This is an optimization exercise on Yosys and OpenROAD, whose aim is small area and a short achievable clock period, not a production implementation. In this exercise RTL edits were held to simulation tests only and were not proved equivalent to the original. Power figures rest on the tool's default switching activity, not on a simulated workload.

==> amber: inputs <==
==> flow/design.v <==
package sd_sector_buffer_pkg;
   localparam int unsigned SD_SECTOR_BYTES = 512;
   localparam int unsigned SSB_TMR_W       = 25;
   typedef enum logic [1:0] {
      SSB_IDLE  = 2'd0,
      SSB_ISSUE = 2'd1,
      SSB_FILL  = 2'd2,
      SSB_DONE  = 2'd3
   } ssb_state_e;
endpackage
module ssb_byte_ram #(
   parameter int unsigned DEPTH = 512,
   parameter int unsigned AW    = 9
) (
   input  logic          i_clk,
   input  logic          i_rst_n,
   input  logic          i_we,        
   input  logic          i_shift,     
   input  logic          i_hold,      
   input  logic [7:0]    i_wdata,
   input  logic [AW-1:0] i_raddr,
   output logic [7:0]    o_rdata
);
   logic [7:0]         r_new;                   
   logic               r_ph;                    
   logic [8*DEPTH-9:0] r_mem;                   
   logic [8*DEPTH-1:0] w_slot;                  
   always_ff @(posedge i_clk) begin
      if (i_we) r_new <= i_wdata;
   end
   always_ff @(posedge i_clk or negedge i_rst_n) begin
      if (!i_rst_n) r_ph <= 1'b0;
      else          r_ph <= ~r_ph;
   end
   assign w_slot = {r_new ^ {8{r_ph}}, r_mem};
   for (genvar i = 0; i < 8*(DEPTH-1); i++) begin : g_sr
      logic w_d;
      ssb_oai22 u_d (.a0(w_slot[i+8]), .s0_n(i_hold), .a1(r_mem[i]), .s1_n(i_shift), .y(w_d));
      always_ff @(posedge i_clk) r_mem[i] <= w_d;
   end
   logic [DEPTH-1:0] w_sel_n;
   always_comb begin
      for (int i = 0; i < DEPTH; i++) w_sel_n[i] = (i_raddr != AW'(i));
   end
   logic [7:0] w_rd;                            
   for (genvar b = 0; b < 8; b++) begin : g_bit
      logic [255:0] w_l1;                       
      logic [127:0] w_l2;                       
      logic [31:0]  w_l3;                       
      logic [7:0]   w_l4;                       
      logic [1:0]   w_l5;                       
      for (genvar k = 0; k < 256; k++) begin : g_l1
         ssb_oai22 u_g (.a0(w_slot[8*(2*k) + b]),   .s0_n(w_sel_n[2*k]),
                        .a1(w_slot[8*(2*k+1) + b]), .s1_n(w_sel_n[2*k+1]), .y(w_l1[k]));
      end
      for (genvar k = 0; k < 128; k++) begin : g_l2
         ssb_nor2 u_g (.a(w_l1[2*k +: 2]), .y(w_l2[k]));
      end
      for (genvar k = 0; k < 32; k++) begin : g_l3
         ssb_nand4 u_g (.a(w_l2[4*k +: 4]), .y(w_l3[k]));
      end
      for (genvar k = 0; k < 8; k++) begin : g_l4
         ssb_nor4 u_g (.a(w_l3[4*k +: 4]), .y(w_l4[k]));
      end
      for (genvar k = 0; k < 2; k++) begin : g_l5
         ssb_nand4 u_g (.a(w_l4[4*k +: 4]), .y(w_l5[k]));
      end
      ssb_nor2 u_l6 (.a(w_l5), .y(w_rd[b]));
   end
   always_ff @(posedge i_clk or negedge i_rst_n) begin
      if (!i_rst_n) o_rdata <= '0;
      else          o_rdata <= w_rd ^ {8{r_ph}};
   end
endmodule
module ssb_oai22 (
   input  logic a0, s0_n, a1, s1_n,
   output logic y
);
   assign y = ~((a0 | s0_n) & (a1 | s1_n));
endmodule
module ssb_nor4 (
   input  logic [3:0] a,
   output logic       y
);
   assign y = ~|a;
endmodule
module ssb_nor2 (
   input  logic [1:0] a,
   output logic       y
);
   assign y = ~|a;
endmodule
module ssb_nand4 (
   input  logic [3:0] a,
   output logic       y
);
   assign y = ~&a;
endmodule
module sd_sector_buffer #(
   parameter int unsigned SECTOR_BYTES   = sd_sector_buffer_pkg::SD_SECTOR_BYTES,
   parameter int unsigned IDX_W          = 9
) (
   input  logic             clk,
   input  logic             reset_n,
   input  logic             cmd_read,
   input  logic [31:0]      cmd_addr,
   input  logic             sd_ready,
   input  logic             sd_byte_available,
   input  logic [7:0]       sd_dout,
   output logic             sd_rd,
   output logic [31:0]      sd_address,
   input  logic [IDX_W-1:0] rd_index,
   output logic [7:0]       rd_data,
   output logic             sector_valid,
   output logic             busy,
   output logic             error
);
   sd_sector_buffer_pkg::ssb_state_e       r_state, w_state_nxt;
   logic [IDX_W-1:0] r_count;
   logic             r_byte_av_d;
   logic [31:0]      r_sd_address;
   logic             r_sector_valid, r_busy, r_error, r_shift, r_hold, r_issue;
   logic             w_rise, w_accept, w_drop, w_we, w_last;
   assign w_rise = sd_byte_available & ~r_byte_av_d;
   assign w_last = (r_count == '1);
   always_ff @(posedge clk or negedge reset_n) begin
      if (!reset_n) r_state <= sd_sector_buffer_pkg::SSB_IDLE;
      else          r_state <= w_state_nxt;
   end
   always_ff @(posedge clk or negedge reset_n) begin
      if (!reset_n) r_issue <= 1'b0;
      else          r_issue <= (w_state_nxt == sd_sector_buffer_pkg::SSB_ISSUE);
   end
   always_comb begin
      w_state_nxt = r_state;
      w_accept    = 1'b0;
      w_drop      = 1'b0;
      w_we        = 1'b0;
      case (r_state)
         sd_sector_buffer_pkg::SSB_IDLE, sd_sector_buffer_pkg::SSB_DONE: begin
            if (cmd_read) begin
               w_accept    = 1'b1;
               w_state_nxt = sd_sector_buffer_pkg::SSB_ISSUE;
            end
         end
         sd_sector_buffer_pkg::SSB_ISSUE: begin
            w_drop = cmd_read;
            if (sd_ready) begin
               w_state_nxt = sd_sector_buffer_pkg::SSB_FILL;
            end
         end
         sd_sector_buffer_pkg::SSB_FILL: begin
            w_drop = cmd_read;
            if (w_rise) begin
               w_we = 1'b1;
               if (w_last) w_state_nxt = sd_sector_buffer_pkg::SSB_DONE;
            end
         end
         default: w_state_nxt = sd_sector_buffer_pkg::SSB_IDLE;
      endcase
   end
   always_ff @(posedge clk or negedge reset_n) begin
      if (!reset_n) r_hold <= 1'b1;
      else          r_hold <= ~(w_we & ~w_last);
   end
   always_ff @(posedge clk or negedge reset_n) begin
      if (!reset_n) begin
         r_count        <= '0;
         r_byte_av_d    <= 1'b0;
         r_sd_address   <= '0;
         r_sector_valid <= 1'b0;
         r_busy         <= 1'b0;
         r_error        <= 1'b0;
         r_shift        <= 1'b0;
      end else begin
         r_byte_av_d <= sd_byte_available;
         r_shift     <= w_we & ~w_last;
         if (w_accept) begin
            r_sd_address   <= cmd_addr;
            r_sector_valid <= 1'b0;
            r_error        <= 1'b0;
            r_busy         <= 1'b1;
            r_count        <= '0;
         end
         if (w_drop) r_error <= 1'b1;
         if (w_we) begin
            r_count <= r_count + 1'b1;
            if (w_last) begin
               r_sector_valid <= 1'b1;
               r_busy         <= 1'b0;
            end
         end
      end
   end
   ssb_byte_ram #(
      .DEPTH (SECTOR_BYTES),
      .AW    (IDX_W)
   ) u_ram (
      .i_clk   (clk),
      .i_rst_n (reset_n),
      .i_we    (w_we),
      .i_shift (r_shift),
      .i_hold  (r_hold),
      .i_wdata (sd_dout),
      .i_raddr (rd_index),
      .o_rdata (rd_data)
   );
   assign sd_rd        = r_issue & sd_ready;
   assign sd_address   = r_sd_address;
   assign sector_valid = r_sector_valid;
   assign busy         = r_busy;
   assign error        = r_error;
endmodule
==> flow/run.sh <==
#!/bin/bash
# synth_recipe.tcl (not shown) runs the flow's synth.tcl, then flattens the netlist and writes it again
# the make line also repeats each setting of config.mk as NAME=value (left out here)
make -C /OpenROAD-flow-scripts/flow DESIGN_CONFIG=/design/flow/config.mk WORK_HOME=/design/flow/orfs CLKGATE_MAP_FILE= SYNTH_SCRIPT=/design/flow/synth_recipe.tcl finish
==> flow/config.mk <==
export PLATFORM = sky130hd
export DESIGN_NAME = sd_sector_buffer
export DESIGN_NICKNAME = sd_sector_buffer
export VERILOG_FILES = /design/flow/design.v
export SDC_FILE = /design/flow/constraint.sdc
export NUM_CORES = 4
export LEC_CHECK = 0
export CAP_MARGIN = 20
export CORE_MARGIN = 2
export CORE_UTILIZATION = 60
export CTS_CLUSTER_DIAMETER = 100
export CTS_CLUSTER_SIZE = 30
export SETUP_SLACK_MARGIN = 1.6
export SLEW_MARGIN = 20
export SYNTH_HIERARCHICAL = 1
==> flow/constraint.sdc <==
create_clock -name core_clock -period 4.0 [get_ports {clk}]
set_input_delay 0.8000 -clock core_clock [delete_from_list [all_inputs] [get_ports {clk}]]
set_output_delay 0.8000 -clock core_clock [all_outputs]
set_load 0.01 [all_outputs]
==> inputs of raven, as changes to amber <==
==> flow/design.v, changed modules only <==
module ssb_byte_ram #(
   parameter int unsigned DEPTH = 512,
   parameter int unsigned AW    = 9
) (
   input  logic          i_clk,
   input  logic          i_we,
   input  logic [AW-1:0] i_waddr,
   input  logic [7:0]    i_wdata,
   input  logic [AW-1:0] i_raddr,
   output logic [7:0]    o_rdata
);
   logic [7:0] r_mem [DEPTH];
   logic [7:0] r_rdata;
   always_ff @(posedge i_clk) begin
      if (i_we) r_mem[i_waddr] <= i_wdata;
      r_rdata <= r_mem[i_raddr];
   end
   assign o_rdata = r_rdata;
endmodule
module sd_sector_buffer #(
   parameter int unsigned SECTOR_BYTES   = sd_sector_buffer_pkg::SD_SECTOR_BYTES,
   parameter int unsigned IDX_W          = 9
) (
   input  logic             clk,
   input  logic             reset_n,
   input  logic             cmd_read,
   input  logic [31:0]      cmd_addr,
   input  logic             sd_ready,
   input  logic             sd_byte_available,
   input  logic [7:0]       sd_dout,
   output logic             sd_rd,
   output logic [31:0]      sd_address,
   input  logic [IDX_W-1:0] rd_index,
   output logic [7:0]       rd_data,
   output logic             sector_valid,
   output logic             busy,
   output logic             error
);
   sd_sector_buffer_pkg::ssb_state_e       r_state, w_state_nxt;
   logic [IDX_W-1:0] r_count;
   logic             r_byte_av_d;
   logic [31:0]      r_sd_address;
   logic             r_sector_valid, r_busy, r_error, r_rd_en;
   logic             w_rise, w_sd_rd, w_accept, w_drop, w_we, w_last;
   logic             w_timeout, w_tmo_hit;
   logic [7:0]       w_ram_q;
   assign w_rise = sd_byte_available & ~r_byte_av_d;
   assign w_last = (r_count == '1);
   assign w_tmo_hit = 1'b0;
   always_ff @(posedge clk or negedge reset_n) begin
      if (!reset_n) r_state <= sd_sector_buffer_pkg::SSB_IDLE;
      else          r_state <= w_state_nxt;
   end
   always_comb begin
      w_state_nxt = r_state;
      w_sd_rd     = 1'b0;
      w_accept    = 1'b0;
      w_drop      = 1'b0;
      w_we        = 1'b0;
      w_timeout   = 1'b0;
      case (r_state)
         sd_sector_buffer_pkg::SSB_IDLE, sd_sector_buffer_pkg::SSB_DONE: begin
            if (cmd_read) begin
               w_accept    = 1'b1;
               w_state_nxt = sd_sector_buffer_pkg::SSB_ISSUE;
            end
         end
         sd_sector_buffer_pkg::SSB_ISSUE: begin
            w_drop = cmd_read;
            if (sd_ready) begin
               w_sd_rd     = 1'b1;
               w_state_nxt = sd_sector_buffer_pkg::SSB_FILL;
            end else if (w_tmo_hit) begin
               w_timeout   = 1'b1;
               w_state_nxt = sd_sector_buffer_pkg::SSB_IDLE;
            end
         end
         sd_sector_buffer_pkg::SSB_FILL: begin
            w_drop = cmd_read;
            if (w_rise) begin
               w_we = 1'b1;
               if (w_last) w_state_nxt = sd_sector_buffer_pkg::SSB_DONE;
            end else if (w_tmo_hit) begin
               w_timeout   = 1'b1;
               w_state_nxt = sd_sector_buffer_pkg::SSB_IDLE;
            end
         end
         default: w_state_nxt = sd_sector_buffer_pkg::SSB_IDLE;
      endcase
   end
   always_ff @(posedge clk or negedge reset_n) begin
      if (!reset_n) begin
         r_count        <= '0;
         r_byte_av_d    <= 1'b0;
         r_sd_address   <= '0;
         r_sector_valid <= 1'b0;
         r_busy         <= 1'b0;
         r_error        <= 1'b0;
         r_rd_en        <= 1'b0;
      end else begin
         r_byte_av_d <= sd_byte_available;
         r_rd_en     <= 1'b1;
         if (w_accept) begin
            r_sd_address   <= cmd_addr;
            r_sector_valid <= 1'b0;
            r_error        <= 1'b0;
            r_busy         <= 1'b1;
            r_count        <= '0;
         end
         if (w_drop) r_error <= 1'b1;
         if (w_we) begin
            r_count <= r_count + 1'b1;
            if (w_last) begin
               r_sector_valid <= 1'b1;
               r_busy         <= 1'b0;
            end
         end
         if (w_timeout) begin
            r_busy         <= 1'b0;
            r_sector_valid <= 1'b0;
            r_error        <= 1'b1;
         end
      end
   end
   ssb_byte_ram #(
      .DEPTH (SECTOR_BYTES),
      .AW    (IDX_W)
   ) u_ram (
      .i_clk   (clk),
      .i_we    (w_we),
      .i_waddr (r_count),
      .i_wdata (sd_dout),
      .i_raddr (rd_index),
      .o_rdata (w_ram_q)
   );
   assign rd_data      = r_rd_en ? w_ram_q : '0;
   assign sd_rd        = w_sd_rd;
   assign sd_address   = r_sd_address;
   assign sector_valid = r_sector_valid;
   assign busy         = r_busy;
   assign error        = r_error;
endmodule
// module ssb_oai22 removed
// module ssb_nor4 removed
// module ssb_nor2 removed
// module ssb_nand4 removed
- CORE_UTILIZATION: 60 -> 40
- CTS_CLUSTER_DIAMETER: 100 -> default
- CTS_CLUSTER_SIZE: 30 -> default
- SETUP_SLACK_MARGIN: 1.6 -> default
- SYNTH_HIERARCHICAL: 1 -> default
==> inputs of harbor, as changes to amber <==
==> flow/design.v, changed modules only <==
module ssb_byte_ram #(
   parameter int unsigned DEPTH = 512,
   parameter int unsigned AW    = 9
) (
   input  logic          i_clk,
   input  logic          i_rst_n,
   input  logic          i_we,        
   input  logic          i_shift,     
   input  logic          i_hold,      
   input  logic [7:0]    i_wdata,
   input  logic [AW-1:0] i_raddr,
   output logic [7:0]    o_rdata
);
   logic [7:0]         r_new;                   
   logic               r_ph;                    
   logic [8*DEPTH-9:0] r_mem;                   
   logic [8*DEPTH-1:0] w_slot;                  
   always_ff @(posedge i_clk) begin
      if (i_we) r_new <= i_wdata;
   end
   always_ff @(posedge i_clk or negedge i_rst_n) begin
      if (!i_rst_n) r_ph <= 1'b0;
      else          r_ph <= ~r_ph;
   end
   assign w_slot = {r_new ^ {8{r_ph}}, r_mem};
   for (genvar i = 0; i < 8*(DEPTH-1); i++) begin : g_sr
      logic w_d;
      ssb_oai22 u_d (.a0(w_slot[i+8]), .s0_n(i_hold), .a1(r_mem[i]), .s1_n(i_shift), .y(w_d));
      always_ff @(posedge i_clk) r_mem[i] <= w_d;
   end
   logic [DEPTH-1:0] w_sel_n;
   always_comb begin
      for (int i = 0; i < DEPTH; i++) w_sel_n[i] = (i_raddr != AW'(i));
   end
   logic [7:0] w_rd;                            
   for (genvar b = 0; b < 8; b++) begin : g_bit
      logic [255:0] w_l1;                       
      logic [127:0] w_l2;                       
      logic [31:0]  w_l3;                       
      logic [15:0]  w_l4;                       
      logic [7:0]   w_l5;                       
      logic [3:0]   w_l6;                       
      logic [1:0]   w_l7;                       
      for (genvar k = 0; k < 256; k++) begin : g_l1
         ssb_oai22 u_g (.a0(w_slot[8*(2*k) + b]),   .s0_n(w_sel_n[2*k]),
                        .a1(w_slot[8*(2*k+1) + b]), .s1_n(w_sel_n[2*k+1]), .y(w_l1[k]));
      end
      for (genvar k = 0; k < 128; k++) begin : g_l2
         ssb_nor2 u_g (.a(w_l1[2*k +: 2]), .y(w_l2[k]));
      end
      for (genvar k = 0; k < 32; k++) begin : g_l3
         ssb_nand4 u_g (.a(w_l2[4*k +: 4]), .y(w_l3[k]));
      end
      for (genvar k = 0; k < 16; k++) begin : g_l4
         ssb_nor2 u_g (.a(w_l3[2*k +: 2]), .y(w_l4[k]));
      end
      for (genvar k = 0; k < 8; k++) begin : g_l5
         ssb_nand2 u_g (.a(w_l4[2*k +: 2]), .y(w_l5[k]));
      end
      for (genvar k = 0; k < 4; k++) begin : g_l6
         ssb_nor2 u_g (.a(w_l5[2*k +: 2]), .y(w_l6[k]));
      end
      for (genvar k = 0; k < 2; k++) begin : g_l7
         ssb_nand2 u_g (.a(w_l6[2*k +: 2]), .y(w_l7[k]));
      end
      ssb_nor2 u_l8 (.a(w_l7), .y(w_rd[b]));
   end
   logic [7:0] r_rd;
   always_ff @(posedge i_clk or negedge i_rst_n) begin
      if (!i_rst_n) r_rd <= '1;
      else          r_rd <= w_rd;
   end
   assign o_rdata = ~(r_rd ^ {8{r_ph}});
endmodule
module ssb_nand2 (
   input  logic [1:0] a,
   output logic       y
);
   assign y = ~&a;
endmodule
// module ssb_nor4 removed
- CORE_UTILIZATION: 60 -> 52
- CTS_CLUSTER_DIAMETER: 100 -> 90
- CTS_CLUSTER_SIZE: 30 -> 26
==> summary.md <==
Global routing used 28.6% of the available met1 tracks. The run finished with no timing, DRC or antenna violations. Summing all non-filler instances in the final layout gives an area of 0.192 mm². The slowest stage of the critical path is the dfrtp_1 cell. Static timing analysis puts the maximum clock frequency at 283 MHz. The synthesized-area fraction occupied by ao, oa, aoi and oai cells was 3.76%. The number of buffers and inverters on the critical path is 1. The number of antenna diodes was 22; the routed length per instance was 29.7 µm. The dominant combinational cell family by area after synthesis was multiplexers.

A synthesized cell averages 20.0 µm². In this run the static leakage power is 63.1 nW.
-- figures above: raven

==> summary.md <==
Summing the areas of all compound-gate instances in the mapped netlist gives 28.8% of the synthesized area. The logs give 0.226 mm² for the overall die area and 50.1% for the global routing usage on met1. The mean post-synth cell area is 10.7 µm².

The tools report the static leakage as 57.3 nW. The run finished with no timing, DRC or antenna violations. The slowest stage of the critical path is the nor4_4 cell.

Sorting the synthesized cells by how often they occur yields o22ai_1, dfxtp_1, nor2_1. Dominant combinational cell family by area after synthesis: compound AO/OA/AOI/OAI gates. In the final routed layout, each cell accounts on average for 25.3 µm. Derived from the worst setup path, the maximum achievable clock frequency is 302 MHz. Summing all non-filler instances in the final layout gives an area of 0.155 mm².
-- figures above: amber

==> summary.md <==
The flow ran to the end and the layout has no timing, DRC or antenna violations. For this design, the slowest cell found on the critical path is dfrtp_4. After routing the design area is 0.157 mm².

The number of buffers and inverters on the critical path was 3; the maximum frequency from static timing analysis was 344 MHz. Synthesized-area fraction occupied by ao, oa, aoi and oai cells: 28.9%. The logs give 57.3 nW for the static leakage and 2 for the number of antenna diodes. The dominant combinational cell family by area after synthesis was compound AO/OA/AOI/OAI gates. The design received a total of 3,366 well taps at floorplan. For this run, global-route usage on met1 was measured as 43.3%.
-- figures above: harbor

==> port drivers added, routing unchanged <==
The results above use ideal ports. As a check the final layouts listed here were re-extracted and re-timed, cells and wires unchanged.
Step 1 sets driving cells, clkbuf_16 on the clock port and buf_2 on the other inputs (assumed; they add their load-dependent delay and slew).
Step 2 also shifts input and output timing later by t, the mid clock arrival at the registers, as if the neighbouring blocks saw the same clock.
Three values: ideal, step 1, step 2; two values: the first two.
run	t, ns	slack for setup (ns)	worst setup path at the end	clock arrival spread, ns	slew at the worst register clock pin (ns)
amber	0.951	0.685 / 0.657 / -0.294	input to register	0.038 / 0.038	0.12 / 0.12
raven	1.065	0.466 / 0.371 / -0.422	input to register	0.058 / 0.058	0.07 / 0.07
harbor	0.946	1.091 / 0.999 / 0.444	input to register	0.040 / 0.039	0.11 / 0.11
With both steps, setup timing fails in amber and raven, where it was met with ideal ports. The setup slack of amber, which loses most, moves by -0.028 ns with the drivers and by -0.979 ns with both steps.
